From an optimization exercise on the open Yosys and OpenROAD flow, aimed at small area, a short achievable clock period and few clock cycles per item; shortcuts taken in it are not production practice. No functional check of the RTL was part of any run shown here. Power figures rest on the tool's default switching activity, not on a simulated workload.

==> flow/design.v (outline; a module is shown in full before it is edited, if it fits) <==
// module conv_engine: 3048 lines
// module cnn_fa: 7 lines
// module cnn_hai: 7 lines
// module cnn_ha: 7 lines
// module cnn_top: 258 lines
module cnn_top (
	input  wire         clk,
	input  wire         reset_b,
	input  wire         run,
	output logic        busy,
	output logic [11:0] in_rd_addr,
	input  wire  [15:0] in_rd_data,
	output logic [11:0] weights_rd_addr,
	input  wire  [15:0] weights_rd_data,
	output logic [28:0] out_wr
);
  // ...
==> flow/run.sh <==
#!/bin/bash
# synth_recipe.tcl (not shown) runs the flow's synth.tcl, then flattens the netlist and writes it again
# the make line also repeats each setting of config.mk as NAME=value (left out here)
make -C /OpenROAD-flow-scripts/flow DESIGN_CONFIG=/design/flow/config.mk WORK_HOME=/design/flow/orfs CLKGATE_MAP_FILE= SYNTH_SCRIPT=/design/flow/synth_recipe.tcl finish
==> flow/config.mk <==
export PLATFORM = sky130hd
export DESIGN_NAME = cnn_top
export DESIGN_NICKNAME = cnn_top
export VERILOG_FILES = /design/flow/design.v
export SDC_FILE = /design/flow/constraint.sdc
export NUM_CORES = 4
export LEC_CHECK = 0
export CAP_MARGIN = 20
export CORE_MARGIN = 2
export CORE_UTILIZATION = 50
export SETUP_SLACK_MARGIN = 5
export SLEW_MARGIN = 20
export SYNTH_HIERARCHICAL = 1
==> flow/constraint.sdc <==
create_clock -name core_clock -period 10.0 [get_ports {clk}]
set_input_delay 2.0000 -clock core_clock [delete_from_list [all_inputs] [get_ports {clk}]]
set_output_delay 2.0000 -clock core_clock [all_outputs]
set_load 0.01 [all_outputs]
==> flow_summary.toml, run 1 <==
[power_and_ir_drop]
seqPwrFrac_pct = 32.3
internal_power_mw = 5.447
p_sw_mw = 3.228
clkPwrFrac_pct = 23.5
powerDensity_nw_per_um2 = 256.5

[layout]
largest_class = "multi-input combinational cells"
buf_share_pct = 2.412
clk_share_pct = 5.431
nMultiInputCombCells = 1856

[grt]
grt_pass1_wl_mm = 132.6
antenna_found_initial = 0
grt.met3_usage_pct = 9.567
overflow = 0
busiest_layer = "met2"

[yosys]
synth-seq-cells = 512
yosysMostFrequentCell = "fa_1"
postSynth.asyncResetShare_pct = 0

[flow_run]
cap_violations = 0

[critical_path]
worstPathMaxFanout = 8
endpoint_kind = "flip-flop"
crit_cells = 18
worstPathRequired_ps = 10320
crit_top_cell = "o21a_1"
crit-reg2reg-capture = "pool[0]"

[place]
place.gp.congestion = 1.016
post-dp-hpwl_mm = 70.01

[timing]
hold_viol = 0
drv_slew = 0
finalSetupViolations = 0
rsz0062_at_grt = "no"
period_share_pct = 45.91

[die]
tapCellCount = 790

[outcome]
run_status = "finished clean"

[hold_path]
hold_start = "exl[2]"

[detailed_routing]
wl_met3_mm = 9.351

[clock_tree]
holdBufCountCts = 0
==> module cnn_top, before the edit <==
module cnn_top (
	input  wire         clk,
	input  wire         reset_b,
	input  wire         run,
	output logic        busy,
	output logic [11:0] in_rd_addr,
	input  wire  [15:0] in_rd_data,
	output logic [11:0] weights_rd_addr,
	input  wire  [15:0] weights_rd_data,
	output logic [28:0] out_wr
);
	localparam int DRAIN_CYC = 4;
	logic        st_sz0, st_sz1, st_first, st_fetch, st_drain;
	logic [11:0] colptr;    
	logic [11:0] cn;        
	logic [5:0]  hw;        
	logic [1:0]  r;         
	logic        r3;        
	logic [5:0]  mcnt;      
	logic [5:0]  pcnt;      
	logic        mlast;     
	logic        plast;     
	logic        mfirst;    
	logic [2:0]  dcnt;
	logic [15:0] rdata_q;   
	logic        is_end;
	logic        step_end, img_end;
	logic [11:0] a_int, a_next;
	logic        trig_a, trig_b, trig_c;
	logic        last_a, last_b, last_c;
	assign is_end   = (rdata_q == 16'hFFFF);
	assign step_end = st_fetch && r3;
	assign img_end  = step_end && mlast && plast;
	always_ff @(posedge clk) begin
		if (!reset_b) begin
			busy     <= 1'b0;
			st_sz0   <= 1'b0;
			st_sz1   <= 1'b0;
			st_first <= 1'b0;
			st_fetch <= 1'b0;
			st_drain <= 1'b0;
			trig_a   <= 1'b0;
			in_rd_addr <= '0;
		end else begin
			trig_a   <= st_fetch && (r == 2'd1) && !mfirst;
			st_sz0   <= img_end;
			st_sz1   <= st_sz0 || run;
			st_first <= st_sz1;
			st_fetch <= (st_first && !is_end) || (st_fetch && !img_end);
			st_drain <= (st_first && is_end) || (st_drain && dcnt != 3'd0);
			if (run)
				busy <= 1'b1;
			else if (st_drain && dcnt == 3'd0)
				busy <= 1'b0;
			in_rd_addr <= a_next;
		end
	end
	always_comb begin
		if (st_sz0 || img_end)
			a_next = a_int + 12'd1;
		else if ((st_first && !is_end) || (st_fetch && !r3))
			a_next = a_int + {6'd0, hw};
		else if (step_end)
			a_next = cn;
		else if (st_sz1)
			a_next = a_int;
		else if (run)
			a_next = 12'd1;
		else
			a_next = '0;
	end
	always_ff @(posedge clk) begin
		a_int  <= a_next;
		last_a <= st_fetch && (r == 2'd1) && mlast && plast;
		dcnt   <= st_drain ? dcnt - 3'd1 : 3'(DRAIN_CYC);
		cn     <= colptr + 12'd1 + (mlast ? {6'd0, hw} : 12'd0);
		if (st_sz1) begin
			colptr <= a_int;
			hw     <= in_rd_data[6:1];
		end
		if (st_first) begin
			mcnt   <= hw - 6'd1;
			pcnt   <= hw - 6'd2;
			mlast  <= (hw == 6'd1);
			plast  <= (hw == 6'd2);
			mfirst <= 1'b1;
			r      <= 2'd1;
			r3     <= 1'b0;
		end
		if (st_fetch) begin
			r  <= r + 2'd1;
			r3 <= (r == 2'd2);
			if (r3) begin
				mfirst <= mlast;
				colptr <= cn;
				if (!mlast) begin
					mcnt  <= mcnt - 6'd1;
					mlast <= (mcnt == 6'd1);
				end else begin
					mcnt  <= hw - 6'd1;
					mlast <= (hw == 6'd1);
					pcnt  <= pcnt - 6'd1;
					plast <= (pcnt == 6'd1);
				end
			end
		end
	end
	logic [2:0]  wa;
	logic [4:0]  ldph;
	logic [15:0] kw [5];
	assign weights_rd_addr = {9'd0, wa};
	always_ff @(posedge clk) begin
		if (!reset_b) begin
			wa   <= '0;
			ldph <= '0;
		end else begin
			ldph <= {ldph[3:0], run};
			if (run)
				wa <= 3'd1;
			else if (wa != 3'd0)
				wa <= (wa == 3'd4) ? 3'd0 : wa + 3'd1;
		end
	end
	always_ff @(posedge clk) begin
		for (int w = 0; w < 5; w++)
			if (ldph[w])
				kw[w] <= weights_rd_data;
	end
	logic [15:0] d1, d2, d3, d4, d5;
	logic [7:0]  d6h, d7h;
	always_ff @(posedge clk) begin
		rdata_q <= in_rd_data;
		d1  <= rdata_q;
		d2  <= d1;
		d3  <= d2;
		d4  <= d3;
		d5  <= d4;
		d6h <= d5[15:8];
		d7h <= d6h;
	end
	logic [3:1] ex;
	logic [3:1] exl;
	logic       grp_ld;
	always_ff @(posedge clk) begin
		if (!reset_b) begin
			trig_b <= 1'b0;
			trig_c <= 1'b0;
			ex     <= '0;
		end else begin
			trig_b <= trig_a;
			trig_c <= trig_b;
			ex     <= {ex[2:1], trig_c};
		end
	end
	always_ff @(posedge clk) begin
		last_b <= last_a;
		last_c <= last_b;
		exl    <= {exl[2:1], last_c};
	end
	assign grp_ld = ex[1] | ex[2];
	logic [7:0] op [3][3];
	logic [7:0] kt [3][3];
	always_ff @(posedge clk) begin
		op[0][0] <= grp_ld ? d7h       : d5[7:0];
		op[0][1] <= grp_ld ? d3[7:0]   : d5[15:8];
		op[0][2] <= grp_ld ? d3[15:8]  : d1[7:0];
		op[1][0] <= grp_ld ? d6h       : d4[7:0];
		op[1][1] <= grp_ld ? d2[7:0]   : d4[15:8];
		op[1][2] <= grp_ld ? d2[15:8]  : rdata_q[7:0];
		op[2][0] <= grp_ld ? d5[15:8]  : d3[7:0];
		op[2][1] <= grp_ld ? d1[7:0]   : d3[15:8];
		op[2][2] <= grp_ld ? d1[15:8]  : in_rd_data[7:0];
	end
	always_comb begin
		for (int i = 0; i < 3; i++)
			for (int j = 0; j < 3; j++)
				kt[i][j] = ((3 * i + j) % 2 == 0) ? kw[(3 * i + j) / 2][15:8]
				                                  : kw[(3 * i + j) / 2][7:0];
	end
	logic [18:0] ra, rb;
	logic [1:0]  s_first, s_done, s_last;
	conv_engine u_eng (
		.clk (clk),
		.k0 (kt[0][0]), .k1 (kt[0][1]), .k2 (kt[0][2]),
		.k3 (kt[1][0]), .k4 (kt[1][1]), .k5 (kt[1][2]),
		.k6 (kt[2][0]), .k7 (kt[2][1]), .k8 (kt[2][2]),
		.p0 (op[0][0]), .p1 (op[0][1]), .p2 (op[0][2]),
		.p3 (op[1][0]), .p4 (op[1][1]), .p5 (op[1][2]),
		.p6 (op[2][0]), .p7 (op[2][1]), .p8 (op[2][2]),
		.ra (ra),
		.rb (rb)
	);
	always_ff @(posedge clk) begin
		if (!reset_b) begin
			s_first <= '0;
			s_done  <= '0;
		end else begin
			s_first <= {s_first[0], trig_c};
			s_done  <= {s_done[0], ex[3]};
		end
		s_last <= {s_last[0], exl[3]};
	end
	logic [18:0] sum;
	logic [6:0]  clipped;
	logic [6:0]  pool;
	logic        res_valid, res_last;
	assign sum = ra + rb;
	always_comb begin
		if (sum[18])
			clipped = 7'd0;
		else if (|sum[17:7])
			clipped = 7'd127;
		else
			clipped = sum[6:0];
	end
	always_ff @(posedge clk) begin
		if (!reset_b)
			res_valid <= 1'b0;
		else
			res_valid <= s_done[1];
		res_last <= s_last[1];
		if (s_first[1] || clipped > pool)
			pool <= clipped;
	end
	logic        have_hi;
	logic [11:0] oaddr, oa_int;
	logic        wr_en, wr_int;
	logic [6:0]  hi_q, lo_q;
	assign out_wr = {wr_en, oaddr, 1'b0, hi_q, 1'b0, lo_q};
	always_ff @(posedge clk) begin
		if (!reset_b) begin
			have_hi <= 1'b0;
			wr_en   <= 1'b0;
			oaddr   <= '0;
		end else begin
			wr_en <= res_valid && (have_hi || res_last);
			if (run)
				oaddr <= '0;
			else if (wr_int)
				oaddr <= oa_int + 12'd1;
			if (res_valid)
				have_hi <= !have_hi && !res_last;
		end
	end
	always_ff @(posedge clk) begin
		wr_int <= res_valid && (have_hi || res_last);
		if (run)
			oa_int <= '0;
		else if (wr_int)
			oa_int <= oa_int + 12'd1;
	end
	always_ff @(posedge clk) begin
		if (res_valid && !have_hi)
			hi_q <= pool;
		if (res_valid)
			lo_q <= have_hi ? pool : 7'd0;
	end
endmodule
==> inputs of run 2 (changes only) <==
--- a/flow/design.v
+++ b/flow/design.v
@@ -3084,5 +3084,5 @@
 	output logic [28:0] out_wr
 );
-	localparam int DRAIN_CYC = 4;
+	localparam int DRAIN_CYC = 5;
 	logic        st_sz0, st_sz1, st_first, st_fetch, st_drain;
 	logic [11:0] colptr;    
@@ -3276,5 +3276,6 @@
 	end
 	logic [18:0] sum;
-	logic [6:0]  clipped;
+	logic [6:0]  clipped, clip_q;
+	logic        c_first, c_done, c_last;
 	logic [6:0]  pool;
 	logic        res_valid, res_last;
@@ -3289,11 +3290,17 @@
 	end
 	always_ff @(posedge clk) begin
-		if (!reset_b)
+		if (!reset_b) begin
+			c_first   <= 1'b0;
+			c_done    <= 1'b0;
 			res_valid <= 1'b0;
-		else
-			res_valid <= s_done[1];
-		res_last <= s_last[1];
-		if (s_first[1] || clipped > pool)
-			pool <= clipped;
+		end else begin
+			c_first   <= s_first[1];
+			c_done    <= s_done[1];
+			res_valid <= c_done;
+		end
+		c_last   <= s_last[1];
+		res_last <= c_last;
+		clip_q   <= clipped;
+		pool     <= (c_first || clip_q > pool) ? clip_q : pool;
 	end
 	logic        have_hi;
--- a/flow/config.mk
+++ b/flow/config.mk
@@ -6,8 +6,8 @@
 export NUM_CORES = 4
 export LEC_CHECK = 0
-export CAP_MARGIN = 20
+export CAP_MARGIN = 50
 export CORE_MARGIN = 2
 export CORE_UTILIZATION = 50
 export SETUP_SLACK_MARGIN = 5
-export SLEW_MARGIN = 20
+export SLEW_MARGIN = 80
 export SYNTH_HIERARCHICAL = 1
==> flow_summary.toml, run 2 <==
[outcome]
run_status = "finished clean"

[timing]
drv_slew = 0
max_clock_freq_ghz = 0.2282
rsz0062_at_grt = "no"
period_share_pct = 43.83
final.setup.tns_ps = 0
finalSetupViolations = 0
hold_ws_ps = 322.1
period_needed_ps = 4383
hold_viol = 0
clock_skew_ps = 28.71

[place]
post-dp-hpwl_mm = 73.86
place.gp.congestion = 1.005
io_buffers = 77

[critical_path]
crit_top_cell = "fa_1"
endpoint_kind = "flip-flop"
worstSetupEndpoint = "u_eng.q52"
arrival_ps = 4860
rr_worst_depth = 10
crit-reg2reg-capture = "u_eng.q52"
worstPathRequired_ps = 10480
path_cells = "clkdlybuf4s18_2, clkdlybuf4s18_2, clkdlybuf4s15_2, and2_1, fa_1, fa_1, fa_1, fa_1, fa_1, fa_1"
cpPeakStageDelay_ps = 570
critPathKind = "flip-flop to flip-flop"
cp-start-kind = "flip-flop"
worstPathMaxFanout = 4
cp_slowest_cell = "fa_1"
reg2reg_slack_ps = 5620
r2r_start = "kw[1][4]"
crit_start = "kw[1][4]"

[layout]
final_cell_mix = "fa_1, nand2_1, dfxtp_1"
reg_top3 = "kw x72, op x72"
layout_commonest_cell = "fa_1"
fin_util_pct = 58.19
drive_gt1_share_pct = 16.38
area_delta_synth_final_pct = 15.35
final_net_count = 3423

[hold_path]
hold_start = "u_eng.q6"
hold_path.class = "flip-flop to flip-flop"

[grt]
grt_util_all_layers_pct = 29.03
met1_usage_pct = 37.61
grt_max_degree = 38
grt.met3_usage_pct = 7.761
overflow = 0
antenna_found_initial = 6
grt_pass1_wl_mm = 134.5
globalRouteMet2Util_pct = 46.45
busiest_layer = "met2"
grt_pass1_vias = 21818

[yosys]
synth_top_area_cell = "fa_1"
synthTopCellsByCount = "fa_1, nand2_1, dfxtp_1"
ys.warnings.count = 14
synthCells = 2587
synth-seq-cells = 521
yosysMostFrequentCell = "fa_1"
yosysUniqueCellTypes = 68
synth_top_area_share_pct = 35.11
postSynth.asyncResetShare_pct = 0
synth_area_per_cell_um2 = 12.01
seq_area_frac_synth_pct = 36.85
syn_area_um2 = 31070
synthTopCellsByArea = "fa_1, dfxtp_1, edfxtp_1"
synth_edf_count = 102
synth_ff_type = "dfxtp_1"

[power_and_ir_drop]
powerDensity_nw_per_um2 = 245.1
seqPwrFrac_pct = 32.3
power.total_mw = 8.786
netSwitchingFraction_pct = 37.30
p_sw_mw = 3.277
clkPwrFrac_pct = 22.7
internal_power_mw = 5.509
power_frac_comb_pct = 45.0
p_leak_nw = 13.72
peakVddDrop_mv = 0.1405

[detailed_routing]
postRouteAntennaNets = 0
drt_iter0_markers = 1780
viasPerCell = 5.493
vias = 20092
wire_per_inst_um = 24.67
remaining_drc_errors = 0
wl_mm = 90.24
dr.pass1.iters = 5

[die]
fp.dieH_um = 253.3
initial_core_util_pct = 50.44
rows = 91
dieWidth_um = 253.3
ios = 89
core_area_um2 = 61600
floorplan.die_area_um2 = 64150

[clock_tree]
h-tree-depth = 2
cts_tree = "done"
holdBufCountCts = 0
clk_latency_ps = 610
clkTransAtPathRegs_ps = 60
cts_resized = 0
cts-root-buf = "clkbuf_16"
cts_made_buffers = 52
cts.sinks = 521
ctsLongestPathBuffers = 3
cts_setup_buffers = 0

[flow_run]
cap_violations = 0
==> run 2: critical path, delay by kind of cell, from the launching register on <==
kind | cells | cell delay [ps]
adders and majority gates | 6 | 2870
DFF | 1 | 360
buffers and inverters | 3 | 820
and+or+nand+nor | 1 | 210
==> run 2: stage by stage <==
step                      instances  area, um2  setup WS (ps)
after detailed placement       3554      33950           5640
after floorplan                2599      31120           6360
final                          3658      35840           5617
after global placement         3405      32270           5841
after global routing           3658      35840           5493
after CTS                      3651      35730           5639
==> run 2: how the worst min path moves through the flow <==
stage                   to  slack, ps  depth (start not counted)
3_3_place_gp     s_last[1]        310                          0
3_5_place_dp   u_eng.ra_q2        310                          0
6_report       u_eng.ra_q4        320                          0
2_1_floorplan       c_last        310                          0
4_1_cts        u_eng.ra_q4        330                          0
5_1_grt        u_eng.ra_q4        320                          0
==> run 2: power by group through the flow <==
stage / Sequential (mW) / Clock [mW] / Combinational [mW]
3_3_place_gp: 2.90 / 0 / 3.64
2_1_floorplan: 2.77 / 0 / 2.54
4_1_cts: 2.84 / 2.04 / 3.97
6_report: 2.84 / 1.99 / 3.95
3_5_place_dp: 2.89 / 0 / 3.96
5_1_grt: 2.88 / 2.12 / 4.45
==> run 2: cells by family after synthesis <==
kind of cell | after synthesis | synth area share (%)
DFF | 521 | 36.85
buffers and inverters | 225 | 3.640
adders and majority gates | 611 | 37.77
AOI/OAI and AO/OA | 207 | 4.265
other | 2 | 0.02417
and+or+nand+nor | 889 | 13.12
muxes | 78 | 2.807
xor gates and xnor gates | 54 | 1.522
==> run 2: layout make-up <==
type / count / area, um2
Antenna cell: 1 / 2.502
Clock buffer: 73 / 1524
Clock inverter: 24 / 254.0
Fill cell: 5091 / 25760
Inverter: 111 / 416.7
Multi-Input combinational cell: 1853 / 18840
Sequential cell: 521 / 11630
Tap cell: 837 / 1047
Timing Repair Buffer: 238 / 2125
==> run 2: per-module statistics from Yosys (local to each module, per instance) <==
module | area, um2 | flip-flops and latches | copies in the design
cnn_top | 14850 | 420 | 1
cnn_hai | 27.53 | 0 | 8
conv_engine | 5096 | 101 | 1
cnn_ha | 12.51 | 0 | 4
cnn_fa | 20.02 | 0 | 542
==> run 2: routing by layer <==
layer  vias up  part of all wire [%]
met1     10258                    40
met2       925                    46
met3       233                   9.2
li1       8674                     -
met4         2                   4.4
met5         -                 0.013
==> inputs of run 3 (changes only) <==
--- a/flow/config.mk
+++ b/flow/config.mk
@@ -6,8 +6,8 @@
 export NUM_CORES = 4
 export LEC_CHECK = 0
-export CAP_MARGIN = 50
+export CAP_MARGIN = 20
 export CORE_MARGIN = 2
 export CORE_UTILIZATION = 50
 export SETUP_SLACK_MARGIN = 5
-export SLEW_MARGIN = 80
+export SLEW_MARGIN = 70
 export SYNTH_HIERARCHICAL = 1
==> flow_summary.toml, run 3 <==
[grt]
grt_pass1_wl_mm = 132.4
grt_max_degree = 38
overflow = 0
grt_pass1_vias = 21199
grt_util_all_layers_pct = 28.58
antenna_found_initial = 5

[clock_tree]
ctsLongestPathBuffers = 3
holdBufCountCts = 0
cts_tree = "done"
clkTransAtPathRegs_ps = 60
cts_resized = 0
clk_latency_ps = 620
cts.sinks = 521
cts_made_buffers = 53
h-tree-depth = 2
cts-root-buf = "clkbuf_16"
cts_setup_buffers = 0

[place]
place.gp.congestion = 1.005
post-dp-hpwl_mm = 72.18
dp_slack_ps = 5924
io_buffers = 77
place_area_um2 = 32700

[yosys]
synthTopCellsByArea = "fa_1, dfxtp_1, edfxtp_1"
synth_area_per_cell_um2 = 12.01
ys.warnings.count = 14
synthCells = 2587
synth_compound_area_share_pct = 4.264
postSynth.asyncResetShare_pct = 0
muxShareOfSynthArea_pct = 2.807
synth_simple_gate_area_share_pct = 13.12
seq_area_frac_synth_pct = 36.85
synthTopCellsByCount = "fa_1, nand2_1, dfxtp_1"
synth_top_area_cell = "fa_1"
synth_edf_count = 102
synthAdderAreaFrac_pct = 37.77
synth-seq-cells = 521
syn_area_um2 = 31070
synth_ff_type = "dfxtp_1"
synth_top_area_share_pct = 35.11
synth_top_family_by_area = "adder cells"
yosysUniqueCellTypes = 68
synth-xor-area-share_pct = 1.522
yosysMostFrequentCell = "fa_1"

[critical_path]
worstPathRequired_ps = 10490
crit-reg2reg-capture = "u_eng.q23"
path_cells = "buf_4, buf_4, nand2_1, fa_1, fa_1, fa_1, fa_1, fa_1, fa_1"
cp_slowest_cell = "fa_1"
crit_start = "kw[1][12]"
path_buf_inv = 2
cpPeakStageDelay_ps = 620
arrival_ps = 4590
reg2reg_slack_ps = 5900
r2r_start = "kw[1][12]"
crit_family = "adder cells"
crit_top_cell = "fa_1"
rr_worst_depth = 9
cp-start-kind = "flip-flop"
worstPathMaxFanout = 4
endpoint_kind = "flip-flop"
critPathKind = "flip-flop to flip-flop"

[timing]
clock_skew_ps = 30.54
finalSetupViolations = 0
max_clock_freq_ghz = 0.2438
final.setup.tns_ps = 0
drv_slew = 0
period_needed_ps = 4101
rsz0062_at_grt = "no"
hold_viol = 0
period_share_pct = 41.01
setup_ws_ps = 5899

[layout]
final_net_count = 3314
reg_top3 = "kw x72, op x72"
regArea_um2 = 11540
fin_util_pct = 56.20
multi_input_area_um2 = 18670
nFillCells = 5199
area_delta_synth_final_pct = 11.42
layout_commonest_cell = "fa_1"
drive_gt1_share_pct = 11.36
finalInstanceArea_um2 = 34620
final_cell_mix = "fa_1, nand2_1, dfxtp_1"

[power_and_ir_drop]
powerDensity_nw_per_um2 = 251.6
p_leak_nw = 13.18
peakVddDrop_mv = 0.1217
power.total_mw = 8.711

[hold_path]
hold_path.class = "flip-flop to flip-flop"
hold_depth = 0
holdPathEnd = "u_eng.ra_q4"
hold_start = "u_eng.q6"

[detailed_routing]
drt_iter0_markers = 1530
wl_mm = 88.86
viasPerCell = 5.505
dr.pass1.iters = 6
wire_per_inst_um = 25.04
remaining_drc_errors = 0
postRouteAntennaNets = 0
vias = 19537

[die]
fp.dieH_um = 253.3
dieWidth_um = 253.3
ios = 89
floorplan.die_area_um2 = 64150
core_area_um2 = 61600
rows = 91
initial_core_util_pct = 50.44

[outcome]
run_status = "finished clean"

[flow_run]
cap_violations = 0
-- run 3: cell types whose count changed in the layout (fill, tap and decap cells not counted), sizes merged --
cell,before,now
clkinvlp,1,7
clkinv,16,15
buf,77,48
clkdlybuf4s15,24,0
clkdlybuf4s18,61,0
clkdlybuf4s50,72,76
clkbuf,77,70
inv,114,117
-- run 3: logic make-up after synthesis --
group | after synthesis
AND/OR/NAND/NOR | 889
adder cells (fa/ha/maj) | 611
flip-flops | 521
buffers and inverters | 225
AO/OA/AOI/OAI | 207
multiplexers | 78
XOR/XNOR | 54
other | 2
-- run 3: cell type report --
cell class | instances | area share, %
multi-input combinational | 1853 | 53.93
sequential | 521 | 33.34
clock buffer | 66 | 4.301
timing repair buffer | 128 | 3.228
tap | 837 | 3.025
inverter | 111 | 1.204
clock inverter | 32 | 0.9686
antenna | 1 | 0.007229
-- run 3: power by group --
part / total, mW / leakage [nW] / switching (mW) / internal, mW
clock: 2.04 / 0.879 / 0.867 / 1.17
combinational: 3.82 / 7.87 / 2.14 / 1.68
sequential: 2.85 / 4.43 / 0.257 / 2.60
-- run 3: worst max-delay path by stage --
stage	to	slack (ps)	cells after the start
finish	u_eng.q23	5900	9
global route	u_eng.q23	5840	9
global placement	u_eng.q23	5840	7
CTS	u_eng.q23	5910	9
floorplan	u_eng.q23	6360	8
detailed placement	u_eng.q23	5920	9
-- run 3: per-module statistics from Yosys (local to each module, per instance) --
module	flip-flops and latches	area [um2]	cells
cnn_fa	0	20.02	1
cnn_ha	0	12.51	1
cnn_hai	0	27.53	5
cnn_top	420	14850	1226
conv_engine	101	5096	775
-- run 3: per-layer routing --
| metal | vias up | global-route usage [%] | wire [um] |
|---|---|---|---|
| li1 | 8450 | - | - |
| met1 | 9961 | 37.24 | 35920 |
| met2 | 897 | 45.93 | 41140 |
| met3 | 227 | 7.741 | 8140 |
| met4 | 2 | 10.58 | 3642 |
| met5 | - | 0 | 16 |
-- run 3: stage by stage --
step	hold WS [ps]	instances
after detailed placement	312.1	3443
after global placement	312.4	3405
after global routing	333.3	3549
after CTS	326.1	3541
final	325.6	3549
after floorplan	309.6	2599

## static timing again, ports no longer ideal
The flow's constraints put no driver on any port. The routed layouts listed below were extracted and timed again, unchanged, in two steps.
Step 1 assumes that a clkbuf_16 drives the clock port and a buf_2 every other input.
Step 2 also shifts input and output timing later by t, the mid clock arrival at the registers, as if the neighbouring blocks saw the same clock.
Slacks: ideal / step 1 / step 2; pairs: ideal / step 1.
| run | shift t [ns] | slack for setup (ns) | cell pins on the clock port's net |
|---|---|---|---|
| run 1 | 0.659 | 5.409 / 5.409 / 5.409 | 1 |
| run 2 | 0.661 | 5.617 / 5.617 / 5.617 | 1 |
| run 3 | 0.665 | 5.899 / 5.899 / 5.899 | 1 |
After both steps setup and hold are still met in every run listed.
